Background: an optimization exercise with open tools, aiming at small area, a short achievable clock period and few clock cycles per item. Do not read the settings as production practice. The RTL was checked by simulation tests, not by an equivalence proof against the original design.

// rotation_matrix_to_quaternion
module rotation_matrix_to_quaternion (
    input  wire logic                         i_clk,
    input  wire logic                         i_rst_n,
    input  wire logic                         i_valid,
    output logic                              o_stall,
    input  wire logic signed [rmq_pkg::DW-1:0] i_m00,
    input  wire logic signed [rmq_pkg::DW-1:0] i_m01,
    input  wire logic signed [rmq_pkg::DW-1:0] i_m02,
    input  wire logic signed [rmq_pkg::DW-1:0] i_m10,
    input  wire logic signed [rmq_pkg::DW-1:0] i_m11,
    input  wire logic signed [rmq_pkg::DW-1:0] i_m12,
    input  wire logic signed [rmq_pkg::DW-1:0] i_m20,
    input  wire logic signed [rmq_pkg::DW-1:0] i_m21,
    input  wire logic signed [rmq_pkg::DW-1:0] i_m22,
    output logic                              o_valid,
    input  wire logic                         i_stall,
    output logic signed [rmq_pkg::DW-1:0]     o_quat_w,
    output logic signed [rmq_pkg::DW-1:0]     o_quat_x,
    output logic signed [rmq_pkg::DW-1:0]     o_quat_y,
    output logic signed [rmq_pkg::DW-1:0]     o_quat_z,
    output logic [1:0]                        o_branch_used,
    output logic                              o_div_fault
);
    localparam int NSQ = rmq_pkg::n_cuts(rmq_pkg::SQ_CUT);
    localparam int NDV = rmq_pkg::n_cuts(16'(rmq_pkg::DV_CUT));
    localparam int VD  = 3 + NSQ + NDV;
    logic ce;
    logic [VD-1:0] r_vld;
    assign ce      = !(r_vld[VD-1] && i_stall);
    assign o_stall = !ce;
    always_ff @(posedge i_clk) begin
        if (!i_rst_n) begin
            r_vld <= '0;
        end else if (ce) begin
            r_vld <= {r_vld[VD-2:0], i_valid};
        end
    end
    logic signed [DW+1:0] w_tm1;
    logic [1:0]           w_br_in;
    always_comb begin
        w_tm1 = (DW + 2)'(i_m00) + (DW + 2)'(i_m11) + (DW + 2)'(i_m22) - (DW + 2)'(1);
        if (!w_tm1[DW+1]) begin
            w_br_in = BR_TRACE;
  ...
For scale: roughly 12000 cells after synthesis, about 1500 flip-flops, roughly 220 I/O pins.
clock: 7.5 ns
lec_check: 0
abc_area: 1
cap_margin: 20
core_margin: 2
core_utilization: 48
setup_slack_margin: 3.0
slew_margin: 20
tns_end_percent: 10
run.sh (not shown) runs the stock make flow with config.mk's settings and CLKGATE_MAP_FILE= SYNTH_SCRIPT=/design/flow/synth_recipe.tcl, a recipe that flattens the netlist after the stock synthesis.
Testbench counts at the start, summed over its fixed seeds: cycles 4,136, items 4,000.
==> next run, changes <==
- CORE_UTILIZATION: 48 -> 40
- SETUP_SLACK_MARGIN: 3.0 -> 3.6
- TNS_END_PERCENT: 10 -> 5
Result: Sequential share of layout area went down by 2.8 points; setup slack gets better by 0.26 ns.
==> next run, changes <==
- SETUP_SLACK_MARGIN: 3.6 -> 3.0
- TNS_END_PERCENT: 5 -> 10
Outcome: Setup slack is worse by 0.28 ns; die area does not change; final cell count shrinks by 2.7%; cell area drops by 7.2%; sequential share of layout area rises by 2.6 points; global-route usage fell by 1.0 points; wire length decreases by 5.6%; via count went down by 4.2%.

========
## run 1
rotation_matrix_to_quaternion again, from the RTL that the note above started with.
clock: 7.5 ns
lec_check: 0
abc_area: 1
cap_margin: 20
core_margin: 2
core_utilization: 55
cts_buf_list: sky130_fd_sc_hd__clkbuf_8
setup_slack_margin: 3.5
slew_margin: 20
In summary, run 1 completed successfully, with a layout that passed the timing, design-rule and antenna checks.
Testbench counts of run 1, summed over its fixed seeds: cycles 4,136, items 4,000.
What run 2 does differently from run 1 at the input level:
# run 1
export LEC_CHECK = 0
export ABC_AREA = 1
export CAP_MARGIN = 20
export CORE_MARGIN = 2
export CORE_UTILIZATION = 55
export CTS_BUF_LIST = sky130_fd_sc_hd__clkbuf_8
export SETUP_SLACK_MARGIN = 3.5
export SLEW_MARGIN = 20
create_clock -name core_clock -period 7.5 [get_ports {i_clk}]
# run 2
export LEC_CHECK = 0
export ABC_AREA = 1
export CAP_MARGIN = 20
export CORE_MARGIN = 2
export CORE_UTILIZATION = 40
export CTS_BUF_LIST = sky130_fd_sc_hd__clkbuf_8
export SETUP_SLACK_MARGIN = 3.0
export SLEW_MARGIN = 20
export TNS_END_PERCENT = 10
create_clock -name core_clock -period 7.5 [get_ports {i_clk}]
Run 2 ended with every stage complete and zero timing, DRC or antenna violations. The core of run 2 is less densely filled than that of run 1. Initial core utilization delta for run 2 relative to run 1: 15 points lower. Run 2 against run 1; number of tap cells added at floorplan is up by more than a quarter. Diff run 1 -> run 2: die area +37%; flip-flop and latch share of the layout cell area +4.4 points; final critical-path required period -0.11 ns; first-pass iteration count of the detailed router -3; via count -about 13%.
--- input diff run 2..run 3 ---
# run 2
export LEC_CHECK = 0
export ABC_AREA = 1
export CAP_MARGIN = 20
export CORE_MARGIN = 2
export CORE_UTILIZATION = 40
export CTS_BUF_LIST = sky130_fd_sc_hd__clkbuf_8
export SETUP_SLACK_MARGIN = 3.0
export SLEW_MARGIN = 20
export TNS_END_PERCENT = 10
create_clock -name core_clock -period 7.5 [get_ports {i_clk}]
# run 3
export LEC_CHECK = 0
export ABC_AREA = 1
export ABC_CLOCK_PERIOD_IN_PS = 4500
export CAP_MARGIN = 20
export CORE_MARGIN = 2
export CORE_UTILIZATION = 40
export SETUP_SLACK_MARGIN = 2.5
export SLEW_MARGIN = 20
create_clock -name core_clock -period 7.5 [get_ports {i_clk}]
### Flow results
Of the two values seen for type of the worst setup path, reg -> reg was produced by run 3 and in -> out by run 2. On worst-margin pin slew, run 2 and run 3 are neck and neck. Diff run 2 and run 3: worst setup slack higher in run 2. [compare] base=run 2 new=run 3: routed via count saw a decrease, utilization moved down, final standard cell count with taps included and fillers excluded fell 2.9%.
Here is what was changed in the inputs of run 4 compared with run 3.
# run 3
export LEC_CHECK = 0
export ABC_AREA = 1
export ABC_CLOCK_PERIOD_IN_PS = 4500
export CAP_MARGIN = 20
export CORE_MARGIN = 2
export CORE_UTILIZATION = 40
export SETUP_SLACK_MARGIN = 2.5
export SLEW_MARGIN = 20
create_clock -name core_clock -period 7.5 [get_ports {i_clk}]
# run 4
export LEC_CHECK = 0
export ABC_AREA = 1
export ABC_CLOCK_PERIOD_IN_PS = 4000
export CAP_MARGIN = 20
export CORE_MARGIN = 2
export CORE_UTILIZATION = 40
export SETUP_SLACK_MARGIN = 2.8
export SLEW_MARGIN = 20
export TNS_END_PERCENT = 10
create_clock -name core_clock -period 7.5 [get_ports {i_clk}]
Findings:
- Going from run 3 to run 4, area of all placed cells without fillers grew by 1300 sq um; share of layout cells above drive strength 1 increased 1.4 points; share of the final layout cell area in sequential cells fell 0.40 points.
- Comparing run 4 and run 3, the higher post-layout minimum cycle time was measured on run 3.
- Run 3 -> run 4: cell count of the worst reg-to-reg path delta 0, exact match
- A capturing instance or port of the critical path of u_div.g_it[7].g_reg.r_p[2]$_DFFE_PN_ is what run 3 shows, while u_div.g_it[7].g_reg.r_p[1]$_DFFE_PN_ belongs to run 4.
- From run 3 to run 4 the numbers moved as follows: count of TritonRoute iterations in the first routing pass went up; growth of design area from synthesis to finish went up.
--- input diff run 4..run 5 ---
# run 4
export LEC_CHECK = 0
export ABC_AREA = 1
export ABC_CLOCK_PERIOD_IN_PS = 4000
export CAP_MARGIN = 20
export CORE_MARGIN = 2
export CORE_UTILIZATION = 40
export SETUP_SLACK_MARGIN = 2.8
export SLEW_MARGIN = 20
export TNS_END_PERCENT = 10
create_clock -name core_clock -period 7.5 [get_ports {i_clk}]
# run 5
export LEC_CHECK = 0
export ABC_AREA = 1
export CAP_MARGIN = 20
export CORE_MARGIN = 2
export CORE_UTILIZATION = 40
export CTS_BUF_LIST = sky130_fd_sc_hd__clkbuf_4 sky130_fd_sc_hd__clkbuf_8
export SETUP_SLACK_MARGIN = 3.0
export SLEW_MARGIN = 20
export TNS_END_PERCENT = 10
create_clock -name core_clock -period 7.5 [get_ports {i_clk}]
==> comparison <==
Area growth from synthesis to layout (higher): run 5
Timing endpoint of the critical path: u_div.g_it[7].g_reg.r_p[1]$_DFFE_PN_ -> run 4, u_div.g_it[7].g_reg.r_p[36]$_DFFE_PN_ -> run 5
Worst hold slack came out lower on run 5 than on run 4.
Least setup slack across all paths after layout, run 4 and run 5: smaller value in run 4
Comparing run 4 and run 5, the higher via count was measured on run 5.
Diff run 4 -> run 5: arrival time reported for the critical path endpoint went down 0.10 ns.
Between run 4 and run 5, via count of the first global-routing pass increased.

-- separate check: timing with driven ports --
No port has a modelled driver above. Below, the same layouts with a new extraction and two added sets of constraints. Step 1 assumes that a clkbuf_16 drives the clock port and a buf_2 every other input. Step 2 times the ports against the registers' clock, not the clock port: input delays grow and output delays shrink by t, the midpoint of the rising clock arrivals with the driver on. a / b / c = ideal / step 1 / step 2; a / b = the first two.
run	t, ns	setup slack, ns	hold WS [ns]	slew at the worst register clock pin (ns)	cell pins on the clock port's net
the first run of note 1	0.908	2.937 / 2.911 / 2.201	0.394 / 0.394 / 0.394	0.07 / 0.07	1
the second run of note 1	0.938	3.197 / 3.197 / 2.493	0.404 / 0.404 / 0.404	0.07 / 0.07	1
the third run of note 1	0.930	2.921 / 2.890 / 2.271	0.404 / 0.404 / 0.404	0.07 / 0.07	1
run 1	1.097	2.887 / 2.887 / 2.581	0.351 / 0.351 / 0.351	0.08 / 0.08	1
run 2	1.044	2.994 / 2.962 / 2.184	0.388 / 0.388 / 0.388	0.07 / 0.07	1
run 3	0.927	2.665 / 2.665 / 2.161	0.400 / 0.400 / 0.400	0.07 / 0.07	1
run 4	0.927	2.767 / 2.767 / 2.163	0.400 / 0.400 / 0.400	0.07 / 0.07	1
run 5	1.044	2.982 / 2.960 / 2.191	0.384 / 0.384 / 0.384	0.07 / 0.07	1
After both steps every run listed still meets setup and hold. For run 2, which loses most, drivers alone change the setup slack by -0.032 ns; drivers and shift together by -0.810 ns.
